This design comes from an exercise in tuning for small area on the open sky130 flow, not from production work. Function was checked by simulation only, so behaviour that the tests miss may differ from the original. Power is estimated from default activity; no workload was simulated.

Design harmonic_comb_energy, start of the top module:
module harmonic_comb_energy #(
    parameter int NUM_HARMONICS = hce_pkg::DEF_NUM_HARMONICS,
    parameter int MAX_BINS      = hce_pkg::DEF_MAX_BINS
) (
    input  logic                              i_clk,
    input  logic                              i_rst_n,
    input  logic                              i_s_tvalid,
    output logic                              o_s_tready,
    input  logic [hce_pkg::S_TDATA_W-1:0]     i_s_tdata,
    input  logic                              i_s_tlast,
    output logic                              o_m_tvalid,
    input  logic                              i_m_tready,
    output logic [hce_pkg::M_TDATA_W-1:0]     o_m_tdata,
    input  logic                              i_cfg_we,
    input  logic [hce_pkg::CFG_IDX_W-1:0]     i_cfg_idx,
    input  logic [hce_pkg::CFG_DATA_W-1:0]    i_cfg_data
);
Size in the first run: ~250 flip-flops, about 97 I/O pins, about 0.024 mm² of cells after synthesis.
==> flow/config.mk <==
export PLATFORM = sky130hd
export DESIGN_NAME = harmonic_comb_energy
export DESIGN_NICKNAME = harmonic_comb_energy
export VERILOG_FILES = /design/flow/design.v
export SDC_FILE = /design/flow/constraint.sdc
export NUM_CORES = 4
export LEC_CHECK = 0
export ABC_AREA = 1
export CAP_MARGIN = 20
export CORE_MARGIN = 2
export CORE_UTILIZATION = 40
export CTS_CLUSTER_DIAMETER = 100
export CTS_CLUSTER_SIZE = 26
export SLEW_MARGIN = 20
==> flow/constraint.sdc <==
create_clock -name core_clock -period 10.0 [get_ports {i_clk}]
set_input_delay 2.0000 -clock core_clock [delete_from_list [all_inputs] [get_ports {i_clk}]]
set_output_delay 2.0000 -clock core_clock [all_outputs]
set_load 0.01 [all_outputs]
standard.sh (not shown) runs the stock make flow with config.mk's settings and CLKGATE_MAP_FILE= SYNTH_SCRIPT=/design/flow/synth_recipe.tcl, a recipe that flattens the netlist after the stock synthesis.
==> flow/flow/run.sh <==
#!/bin/bash
# Standard layout, with the port buffers made from the smallest buffer cell.
set -e
export BUFFER_PORTS_ARGS="-buffer_cell sky130_fd_sc_hd__buf_1"
bash standard.sh finish > standard.log 2>&1
The first run finished with timing, DRC and antenna clean.
Then changed:
--- a/flow/design.v
+++ b/flow/design.v
@@ -234,17 +234,17 @@
                 if (r_ovf || (r_x[XW-1] != r_x[XW-2])) begin
                     h_next = 5'd31;
                 end else begin
                     h_next = ({r_h[3:0], !y_neg} == 5'd31) ? 5'd31 : {r_h[3:0], !y_neg} + 5'd1;
                     hit_next = (y_zero || r_z || x_zero) && ({r_h[3:0], !y_neg} != 5'd0) &&
                                ({r_h[3:0], !y_neg} != 5'd31);
                 end
             end
-        end else if (jv) begin
+        end else if (jv && (jlast || r_k != 11'd2047)) begin
             hit_next = 1'b0;
         end
         if (r_ec == 3'd0 && jv && !jlast) begin
             if (r_k == '0) begin
                 h_next = 5'd1;
                 if (r_mode) begin op_a = f2;  op_b = ~w2; ci_b = 1'b1; op_c = ~w1; ci_c = 1'b1; end
                 else        begin op_a = f64; op_b = ~f4; ci_b = 1'b1; op_c = ~w1; ci_c = 1'b1; end
                 x_next = row;
Result: The new run completed without violations. Clock skew rises by 0.014 ns. Register-to-register slack is worse by 0.03 ns. Sequential share of layout area grows by 0.21 points. Utilization came out lower by 0.43 points. Non-clock buffer count went down by 30. Routed wire length climbs by a little under a tenth. Global-route usage came out higher by 2.4 points. Combinational power is lower by a few percent. Cell area decreases slightly. Clock power rose slightly.

nickel:
The RTL this note starts from:
==> flow/design.v <==
package hce_pkg;
    localparam int FREQ_W            = 23;
    localparam int BINW_W            = 24;
    localparam int MAG_W             = 24;
    localparam int ENERGY_W          = 35;
    localparam int CFG_IDX_W         = 1;
    localparam int CFG_DATA_W        = 24;
    localparam int S_TDATA_W         = 24;
    localparam int M_TDATA_W         = 40;
    localparam int DEF_NUM_HARMONICS = 30;
    localparam int DEF_MAX_BINS      = 2048;
    typedef enum logic [CFG_IDX_W-1:0] {
        CFG_FUND = 1'b0,
        CFG_BINW = 1'b1
    } t_cfg_idx;
endpackage
module hce_match (
    input  logic i_unused,
    output logic o_unused
);
    assign o_unused = i_unused;
endmodule
module hce_csel #(parameter int N = 36, parameter int B = 12) (
    input  logic [N-1:0] a,
    input  logic [N-1:0] b,
    input  logic         cin,
    output logic [N-1:0] s,
    output logic         cout
);
    localparam int NB = (N + B - 1) / B;
    logic [NB:0] bc;
    assign bc[0] = cin;
    for (genvar j = 0; j < NB; j++) begin : g_blk
        localparam int LO = j * B;
        localparam int HI = (LO + B > N) ? N : LO + B;
        localparam int W  = HI - LO;
        logic [W:0]   c0, c1;
        logic [W-1:0] s0, s1;
        assign c0[0] = 1'b0;
        assign c1[0] = 1'b1;
        for (genvar i = 0; i < W; i++) begin : g_bit
            assign s0[i]   = a[LO+i] ^ b[LO+i] ^ c0[i];
            assign c0[i+1] = (a[LO+i] & b[LO+i]) | (c0[i] & (a[LO+i] ^ b[LO+i]));
            assign s1[i]   = a[LO+i] ^ b[LO+i] ^ c1[i];
            assign c1[i+1] = (a[LO+i] & b[LO+i]) | (c1[i] & (a[LO+i] ^ b[LO+i]));
        end
        if (j == 0) begin : g_first
            logic [W:0] cr;
            assign cr[0] = cin;
            for (genvar i = 0; i < W; i++) begin : g_r
                assign s[LO+i]  = a[LO+i] ^ b[LO+i] ^ cr[i];
                assign cr[i+1]  = (a[LO+i] & b[LO+i]) | (cr[i] & (a[LO+i] ^ b[LO+i]));
            end
            assign bc[1] = cr[W];
        end else begin : g_sel
            assign s[HI-1:LO] = (s1 & {W{bc[j]}}) | (s0 & {W{~bc[j]}});
            assign bc[j+1]    = (c1[W] & bc[j]) | (c0[W] & ~bc[j]);
        end
    end
    assign cout = bc[NB];
endmodule
module harmonic_comb_energy #(
    parameter int NUM_HARMONICS = hce_pkg::DEF_NUM_HARMONICS,
    parameter int MAX_BINS      = hce_pkg::DEF_MAX_BINS
) (
    input  logic                              i_clk,
    input  logic                              i_rst_n,
    input  logic                              i_s_tvalid,
    output logic                              o_s_tready,
    input  logic [hce_pkg::S_TDATA_W-1:0]     i_s_tdata,
    input  logic                              i_s_tlast,
    output logic                              o_m_tvalid,
    input  logic                              i_m_tready,
    output logic [hce_pkg::M_TDATA_W-1:0]     o_m_tdata,
    input  logic                              i_cfg_we,
    input  logic [hce_pkg::CFG_IDX_W-1:0]     i_cfg_idx,
    input  logic [hce_pkg::CFG_DATA_W-1:0]    i_cfg_data
);
    localparam int R  = 7;     
    localparam int XW = 32;    
    localparam int EW = 35;
    logic [22:0] r_f;
    logic [23:0] r_w;
    logic        r_mode;       
    logic        r_wge;        
    logic [R-1:0]       r_v, r_l, r_d, r_s;
    logic [R-1:0][23:0] r_m;
    logic [XW-1:0] r_x;
    logic [4:0]    r_h;
    logic [10:0]   r_k;
    logic [2:0]    r_ec;       
    logic          r_ovf;      
    logic [EW-1:0] r_sum;
    logic          r_ov;
    logic stall, consume;
    assign stall      = r_ov && !i_m_tready;
    assign o_s_tready = !stall;
    assign consume    = r_v[R-1] && !stall;
    logic [24:0] cm, cg;
    assign cm[0] = 1'b1;
    assign cg[0] = 1'b1;
    for (genvar i = 0; i < 24; i++) begin : g_cmp
        logic fi, f2i;
        assign fi  = (i < 23) ? r_f[i] : 1'b0;
        assign f2i = (i == 0) ? 1'b0 : r_f[i-1];
        assign cm[i+1] = (r_w[i] & ~fi)  | (cm[i] & (r_w[i] | ~fi));
        assign cg[i+1] = (r_w[i] & ~f2i) | (cg[i] & (r_w[i] | ~f2i));
    end
    always_ff @(posedge i_clk) begin
        r_mode <= !cm[24];
        r_wge  <= cg[24];
    end
    logic [XW-1:0] f2, f4, f64, w1, w2;
    assign f2  = XW'({r_f, 1'b0});
    assign f4  = XW'({r_f, 2'b0});
    assign f64 = XW'({r_f, 6'b0});
    assign w1  = XW'(r_w);
    assign w2  = XW'({r_w, 1'b0});
    logic x_neg, x_zero;
    assign x_neg  = r_x[XW-1];
    assign x_zero = (r_x == '0);
    logic         jv;
    logic [R-1:0] jsel;
    logic         jlast;
    always_comb begin
        jsel = '0; jlast = 1'b0; jv = 1'b0;
        for (int i = 0; i < R; i++) begin
            if (r_v[i] && !r_d[i]) begin
                jsel    = '0;
                jsel[i] = 1'b1;
                jlast   = r_l[i];
                jv      = 1'b1;
            end
        end
        if (r_ec != 3'd0) begin jv = 1'b0; jsel = '0; end
    end
    logic sel;
    always_comb begin
        if (r_k == '0)  sel = r_wge;
        else if (r_mode) sel = (x_neg || x_zero) && (r_h != 5'd31);
        else             sel = !x_neg;
    end
    function automatic logic [2*XW-1:0] csa(input logic [XW-1:0] x, input logic [XW-1:0] y, input logic [XW-1:0] z);
        logic [XW-1:0] s, c;
        s = x ^ y ^ z;
        c = ((x & y) | (x & z) | (y & z)) << 1;
        csa = {c, s};
    endfunction
    logic [12:0]   kx;           
    logic [5:0]    bneg, bone, btwo;
    logic [XW-1:0] bp [6];
    logic [XW-1:0] bk;           
    assign kx = {1'b0, r_k, 1'b0};
    for (genvar i = 0; i < 6; i++) begin : g_booth
        logic b2, b1, b0;
        logic [24:0] m;
        assign b2 = kx[2*i+2];
        assign b1 = kx[2*i+1];
        assign b0 = kx[2*i];
        assign bneg[i] = b2 & ~(b1 & b0);
        assign bone[i] = b1 ^ b0;
        assign btwo[i] = b2 ? (~b1 & ~b0) : (b1 & b0);
        assign m = ({25{bone[i]}} & {1'b0, r_w}) | ({25{btwo[i]}} & {r_w, 1'b0});
        if (i == 0) begin : g_r0
            assign bp[i] = XW'({~bneg[i], m ^ {25{bneg[i]}}});
        end else begin : g_ri
            assign bp[i] = XW'({~bneg[i], m ^ {25{bneg[i]}}, 1'b0, bneg[i-1]}) << (2*i - 2);
        end
    end
    assign bk = XW'({11'd683, 25'd0}) | (XW'(bneg[5]) << 10);    
    logic [XW-1:0] t1s, t1c, t2s, t2c, t3s, t3c, t4s, t4c, t5s, t5c;
    assign {t1c, t1s} = csa(bp[0], bp[1], bp[2]);
    assign {t2c, t2s} = csa(bp[3], bp[4], bp[5]);
    assign {t3c, t3s} = csa(bk, t1s, t1c);
    assign {t4c, t4s} = csa(t2s, t2c, t3s);
    assign {t5c, t5s} = csa(t4s, t4c, t3c);
    logic [XW-1:0] t9s, t9c;
    assign t9s = t5s;
    assign t9c = t5c;
    logic p_big;
    assign p_big = (r_k[5]  & r_w[23])          | (r_k[6]  & (|r_w[23:22])) |
                   (r_k[7]  & (|r_w[23:21]))    | (r_k[8]  & (|r_w[23:20])) |
                   (r_k[9]  & (|r_w[23:19]))    | (r_k[10] & (|r_w[23:18]));
    logic [XW-1:0] op_a, op_b, op_c;
    logic          ci_b, ci_c;      
    logic [XW-1:0] rs, rc, row;
    always_comb begin
        rs = op_a ^ op_b ^ op_c;
        rc = ((op_a & op_b) | (op_a & op_c) | (op_b & op_c)) << 1;
        rc[0] = ci_b;
    end
    hce_csel #(.N(XW), .B(8)) u_row (.a(rs), .b(rc), .cin(ci_c), .s(row), .cout());
    logic [XW-1:0] x_next;
    logic [4:0]    h_next;
    logic [2:0]    ec_next;
    logic          ovf_next;
    always_comb begin
        op_a = r_x; op_b = ~w2; ci_b = 1'b1; op_c = '0; ci_c = 1'b0;
        x_next = r_x; h_next = r_h; ec_next = r_ec; ovf_next = r_ovf;
        if (r_ec != 3'd0) begin
            ec_next = r_ec + 3'd1;
            if (r_ec == 3'd1) begin
                if (r_k == '0) ec_next = 3'd0;
                ovf_next = 1'b0;
                op_a = t9s << 1; op_b = t9c << 1; ci_b = 1'b0; op_c = ~w1; ci_c = 1'b1;
                x_next = p_big ? XW'(36'h20000000) : {2'b00, row[XW-3:0]};
            end else if (!r_mode) begin
                ec_next = 3'd0;
                op_a = f64; op_b = ~f4; ci_b = 1'b1; op_c = ~r_x; ci_c = 1'b1;
                x_next = row;
            end else if (r_ec != 3'd7) begin
                op_a = r_x << 1; op_b = ~f64; ci_b = 1'b1; op_c = '0; ci_c = 1'b0;
                x_next = row[XW-1] ? op_a : row;
                h_next = {r_h[3:0], !row[XW-1]};
                ovf_next = r_ovf | r_x[XW-2];
            end else begin
                ec_next = 3'd0;
                op_a = f2; op_b = ~w2; ci_b = 1'b1; op_c = ~{{5{r_x[XW-1]}}, r_x[XW-1:5]}; ci_c = 1'b1;
                if (r_ovf) begin
                    h_next = 5'd31;
                end else if (!x_zero) begin
                    x_next = row;
                    h_next = (r_h == 5'd31) ? 5'd31 : r_h + 5'd1;
                end else begin
                    x_next = ~w2 + 1'b1;
                    h_next = (r_h == 5'd0) ? 5'd31 : r_h;
                end
            end
        end else if (jv && !jlast) begin
            if (r_k == '0) begin
                h_next = 5'd1;
                if (r_mode) begin op_a = f2;  op_b = ~w2; ci_b = 1'b1; op_c = ~w1; ci_c = 1'b1; end
                else        begin op_a = f64; op_b = ~f4; ci_b = 1'b1; op_c = ~w1; ci_c = 1'b1; end
                x_next = row;
            end else if (r_k != 11'd2047) begin
                if (r_mode) begin
                    op_a = r_x; op_b = ~w2; ci_b = 1'b1; op_c = x_neg ? f2 : '0; ci_c = 1'b0;
                    x_next = row;
                    if (x_neg && r_h != 5'd31) h_next = r_h + 5'd1;
                end else if (!x_neg) begin
                    op_a = r_x; op_b = ~w2; ci_b = 1'b1; op_c = '0; ci_c = 1'b0;
                    x_next = row;
                end
            end
        end
    end
    always_ff @(posedge i_clk) begin
        if (!i_rst_n) begin
            r_f  <= '0;
            r_w  <= '0;
            r_ec <= 3'd0;
            r_x  <= '0;
            r_h  <= 5'd1;
            r_ovf <= 1'b0;
        end else begin
            r_x  <= x_next;
            r_h  <= h_next;
            r_ovf <= ovf_next;
            r_ec <= ec_next;
            if (i_cfg_we) begin
                r_ec <= 3'd1;
                if (i_cfg_idx == 1'b0) r_f <= i_cfg_data[22:0];
                else                   r_w <= i_cfg_data;
            end
        end
    end
    always_ff @(posedge i_clk) begin
        if (!i_rst_n) begin
            r_k <= '0;
        end else if (jv) begin
            if (jlast)                  r_k <= '0;
            else if (r_k != 11'd2047)   r_k <= r_k + 11'd1;
        end
    end
    logic [R-1:0] d_now, s_now;
    always_comb begin
        for (int i = 0; i < R; i++) begin
            d_now[i] = r_d[i] || jsel[i];
            s_now[i] = jsel[i] ? sel : r_s[i];
        end
    end
    always_ff @(posedge i_clk) begin
        if (!i_rst_n) begin
            r_v <= '0;
        end else if (!stall) begin
            r_v <= {r_v[R-2:0], i_s_tvalid};
        end
    end
    always_ff @(posedge i_clk) begin
        if (!stall) begin
            r_m <= {r_m[R-2:0], i_s_tdata};
            r_l <= {r_l[R-2:0], i_s_tlast};
            r_d <= {d_now[R-2:0], 1'b0};
            r_s <= {s_now[R-2:0], 1'b0};
        end else begin
            r_d <= d_now;
            r_s <= s_now;
        end
    end
    logic [EW-1:0] base;
    logic [23:0]   addend;
    logic [23:0]   lo_sum;
    logic          lo_cy;
    logic [10:0]   hi_inc;
    logic [EW-1:0] n_sum;
    assign base   = r_ov ? '0 : r_sum;
    assign addend = s_now[R-1] ? r_m[R-1] : 24'd0;
    hce_csel #(.N(24), .B(12)) u_acc (.a(base[23:0]), .b(addend), .cin(1'b0), .s(lo_sum), .cout(lo_cy));
    assign hi_inc = base[34:24] + 11'd1;
    always_comb begin
        if (!lo_cy)                  n_sum = {base[34:24], lo_sum};
        else if (base[34:24] == '1)  n_sum = '1;
        else                         n_sum = {hi_inc, lo_sum};
    end
    always_ff @(posedge i_clk) begin
        if (!i_rst_n) begin
            r_sum <= '0;
            r_ov  <= 1'b0;
        end else if (consume) begin
            r_sum <= n_sum;
            r_ov  <= r_l[R-1];
        end else if (r_ov && i_m_tready) begin
            r_sum <= '0;
            r_ov  <= 1'b0;
        end
    end
    assign o_m_tvalid = r_ov;
    assign o_m_tdata  = {5'd0, r_sum};
endmodule
==> flow/config.mk <==
export PLATFORM = sky130hd
export DESIGN_NAME = harmonic_comb_energy
export DESIGN_NICKNAME = harmonic_comb_energy
export VERILOG_FILES = /design/flow/design.v
export SDC_FILE = /design/flow/constraint.sdc
export NUM_CORES = 4
export LEC_CHECK = 0
export CAP_MARGIN = 20
export CORE_MARGIN = 2
export CORE_UTILIZATION = 40
export SLEW_MARGIN = 20
==> flow/constraint.sdc <==
create_clock -name core_clock -period 10.0 [get_ports {i_clk}]
set_input_delay 2.0000 -clock core_clock [delete_from_list [all_inputs] [get_ports {i_clk}]]
set_output_delay 2.0000 -clock core_clock [all_outputs]
set_load 0.01 [all_outputs]
run.sh (not shown) runs the stock make flow with config.mk's settings and CLKGATE_MAP_FILE= SYNTH_SCRIPT=/design/flow/synth_recipe.tcl, a recipe that flattens the netlist after the stock synthesis.
Stock flow here: none of the scripts above is used.
Edits applied to the flow inputs when going from nickel to willow:
--- a/flow/design.v
+++ b/flow/design.v
@@ -91,4 +91,5 @@
     logic [2:0]    r_ec;       
     logic          r_ovf;      
+    logic          r_z;        
     logic [EW-1:0] r_sum;
     logic          r_ov;
@@ -141,6 +142,7 @@
         else             sel = !x_neg;
     end
-    function automatic logic [2*XW-1:0] csa(input logic [XW-1:0] x, input logic [XW-1:0] y, input logic [XW-1:0] z);
-        logic [XW-1:0] s, c;
+    localparam int TW = 29;
+    function automatic logic [2*TW-1:0] csa(input logic [TW-1:0] x, input logic [TW-1:0] y, input logic [TW-1:0] z);
+        logic [TW-1:0] s, c;
         s = x ^ y ^ z;
         c = ((x & y) | (x & z) | (y & z)) << 1;
@@ -149,6 +151,6 @@
     logic [12:0]   kx;           
     logic [5:0]    bneg, bone, btwo;
-    logic [XW-1:0] bp [6];
-    logic [XW-1:0] bk;           
+    logic [TW-1:0] bp [6];
+    logic [TW-1:0] bk;           
     assign kx = {1'b0, r_k, 1'b0};
     for (genvar i = 0; i < 6; i++) begin : g_booth
@@ -163,11 +165,11 @@
         assign m = ({25{bone[i]}} & {1'b0, r_w}) | ({25{btwo[i]}} & {r_w, 1'b0});
         if (i == 0) begin : g_r0
-            assign bp[i] = XW'({~bneg[i], m ^ {25{bneg[i]}}});
+            assign bp[i] = TW'({~bneg[i], m ^ {25{bneg[i]}}});
         end else begin : g_ri
-            assign bp[i] = XW'({~bneg[i], m ^ {25{bneg[i]}}, 1'b0, bneg[i-1]}) << (2*i - 2);
+            assign bp[i] = TW'(XW'({~bneg[i], m ^ {25{bneg[i]}}, 1'b0, bneg[i-1]}) << (2*i - 2));
         end
     end
-    assign bk = XW'({11'd683, 25'd0}) | (XW'(bneg[5]) << 10);    
-    logic [XW-1:0] t1s, t1c, t2s, t2c, t3s, t3c, t4s, t4c, t5s, t5c;
+    assign bk = TW'({11'd683, 25'd0}) | (TW'(bneg[5]) << 10);    
+    logic [TW-1:0] t1s, t1c, t2s, t2c, t3s, t3c, t4s, t4c, t5s, t5c;
     assign {t1c, t1s} = csa(bp[0], bp[1], bp[2]);
     assign {t2c, t2s} = csa(bp[3], bp[4], bp[5]);
@@ -176,6 +178,6 @@
     assign {t5c, t5s} = csa(t4s, t4c, t3c);
     logic [XW-1:0] t9s, t9c;
-    assign t9s = t5s;
-    assign t9c = t5c;
+    assign t9s = XW'(t5s);
+    assign t9c = XW'(t5c);
     logic p_big;
     assign p_big = (r_k[5]  & r_w[23])          | (r_k[6]  & (|r_w[23:22])) |
@@ -194,8 +196,8 @@
     logic [4:0]    h_next;
     logic [2:0]    ec_next;
-    logic          ovf_next;
+    logic          ovf_next, z_next;
     always_comb begin
         op_a = r_x; op_b = ~w2; ci_b = 1'b1; op_c = '0; ci_c = 1'b0;
-        x_next = r_x; h_next = r_h; ec_next = r_ec; ovf_next = r_ovf;
+        x_next = r_x; h_next = r_h; ec_next = r_ec; ovf_next = r_ovf; z_next = r_z;
         if (r_ec != 3'd0) begin
             ec_next = r_ec + 3'd1;
@@ -203,4 +205,5 @@
                 if (r_k == '0) ec_next = 3'd0;
                 ovf_next = 1'b0;
+                z_next   = 1'b0;
                 op_a = t9s << 1; op_b = t9c << 1; ci_b = 1'b0; op_c = ~w1; ci_c = 1'b1;
                 x_next = p_big ? XW'(36'h20000000) : {2'b00, row[XW-3:0]};
@@ -210,14 +213,17 @@
                 x_next = row;
             end else if (r_ec != 3'd7) begin
-                op_a = r_x << 1; op_b = ~f64; ci_b = 1'b1; op_c = '0; ci_c = 1'b0;
-                x_next = row[XW-1] ? op_a : row;
+                op_a = r_x << 1; op_c = '0; ci_c = 1'b0;
+                if (x_neg) begin op_b = f64;  ci_b = 1'b0; end
+                else       begin op_b = ~f64; ci_b = 1'b1; end
+                x_next = row;
                 h_next = {r_h[3:0], !row[XW-1]};
-                ovf_next = r_ovf | r_x[XW-2];
+                ovf_next = r_ovf | (r_x[XW-1] != r_x[XW-2]);
+                z_next   = r_z | (row == '0);
             end else begin
                 ec_next = 3'd0;
-                op_a = f2; op_b = ~w2; ci_b = 1'b1; op_c = ~{{5{r_x[XW-1]}}, r_x[XW-1:5]}; ci_c = 1'b1;
+                op_a = x_neg ? '0 : f2; op_b = ~w2; ci_b = 1'b1; op_c = ~{{5{r_x[XW-1]}}, r_x[XW-1:5]}; ci_c = 1'b1;
                 if (r_ovf) begin
                     h_next = 5'd31;
-                end else if (!x_zero) begin
+                end else if (!x_zero && !r_z) begin
                     x_next = row;
                     h_next = (r_h == 5'd31) ? 5'd31 : r_h + 5'd1;
@@ -253,8 +259,10 @@
             r_h  <= 5'd1;
             r_ovf <= 1'b0;
+            r_z   <= 1'b0;
         end else begin
             r_x  <= x_next;
             r_h  <= h_next;
             r_ovf <= ovf_next;
+            r_z   <= z_next;
             r_ec <= ec_next;
             if (i_cfg_we) begin
[summary]
Against nickel as the reference, willow delivers a lower average instance area after synthesis. From nickel to willow the numbers moved as follows: area occupied by multi-input gates saw a decrease, combinational fraction of design power saw a decrease, data arrival time of the critical path saw a decrease, time the final worst path needs with I/O delays and setup saw a decrease. The largest net degree at the start of global routing of willow falls short of that of nickel by about 9%.

static timing again, ports no longer ideal:
The results above use ideal ports. As a check the final layouts listed here were re-extracted and re-timed, cells and wires unchanged. Step 1: set_driving_cell puts a clkbuf_16 on i_clk and a buf_2 on each other input, an assumption about the parent block. Step 2, shift: input delay + t, output delay - t, t = (earliest + latest rising clock arrival at the registers) / 2. This alone moves slack from input paths to output paths. Three values: no drivers, after step 1, after step 2; two values: the first two.
| run | shift t [ns] | setup WS [ns] | worst register clock-pin slew, ns | worst data-port slew with drivers (ns) | cell pins on the clock port's net |
|---|---|---|---|---|---|
| the first run of note 1 | 0.613 | 0.461 / 0.461 / 0.461 | 0.10 / 0.10 | 0.07 | 1 |
| the second run of note 1 | 0.611 | 0.429 / 0.429 / 0.429 | 0.10 / 0.10 | 0.06 | 1 |
| nickel | 0.633 | 0.318 / 0.318 / 0.318 | 0.07 / 0.07 | 0.05 | 1 |
| willow | 0.642 | 0.444 / 0.444 / 0.444 | 0.06 / 0.06 | 0.08 | 1 |
After both steps every run listed still meets setup and hold.
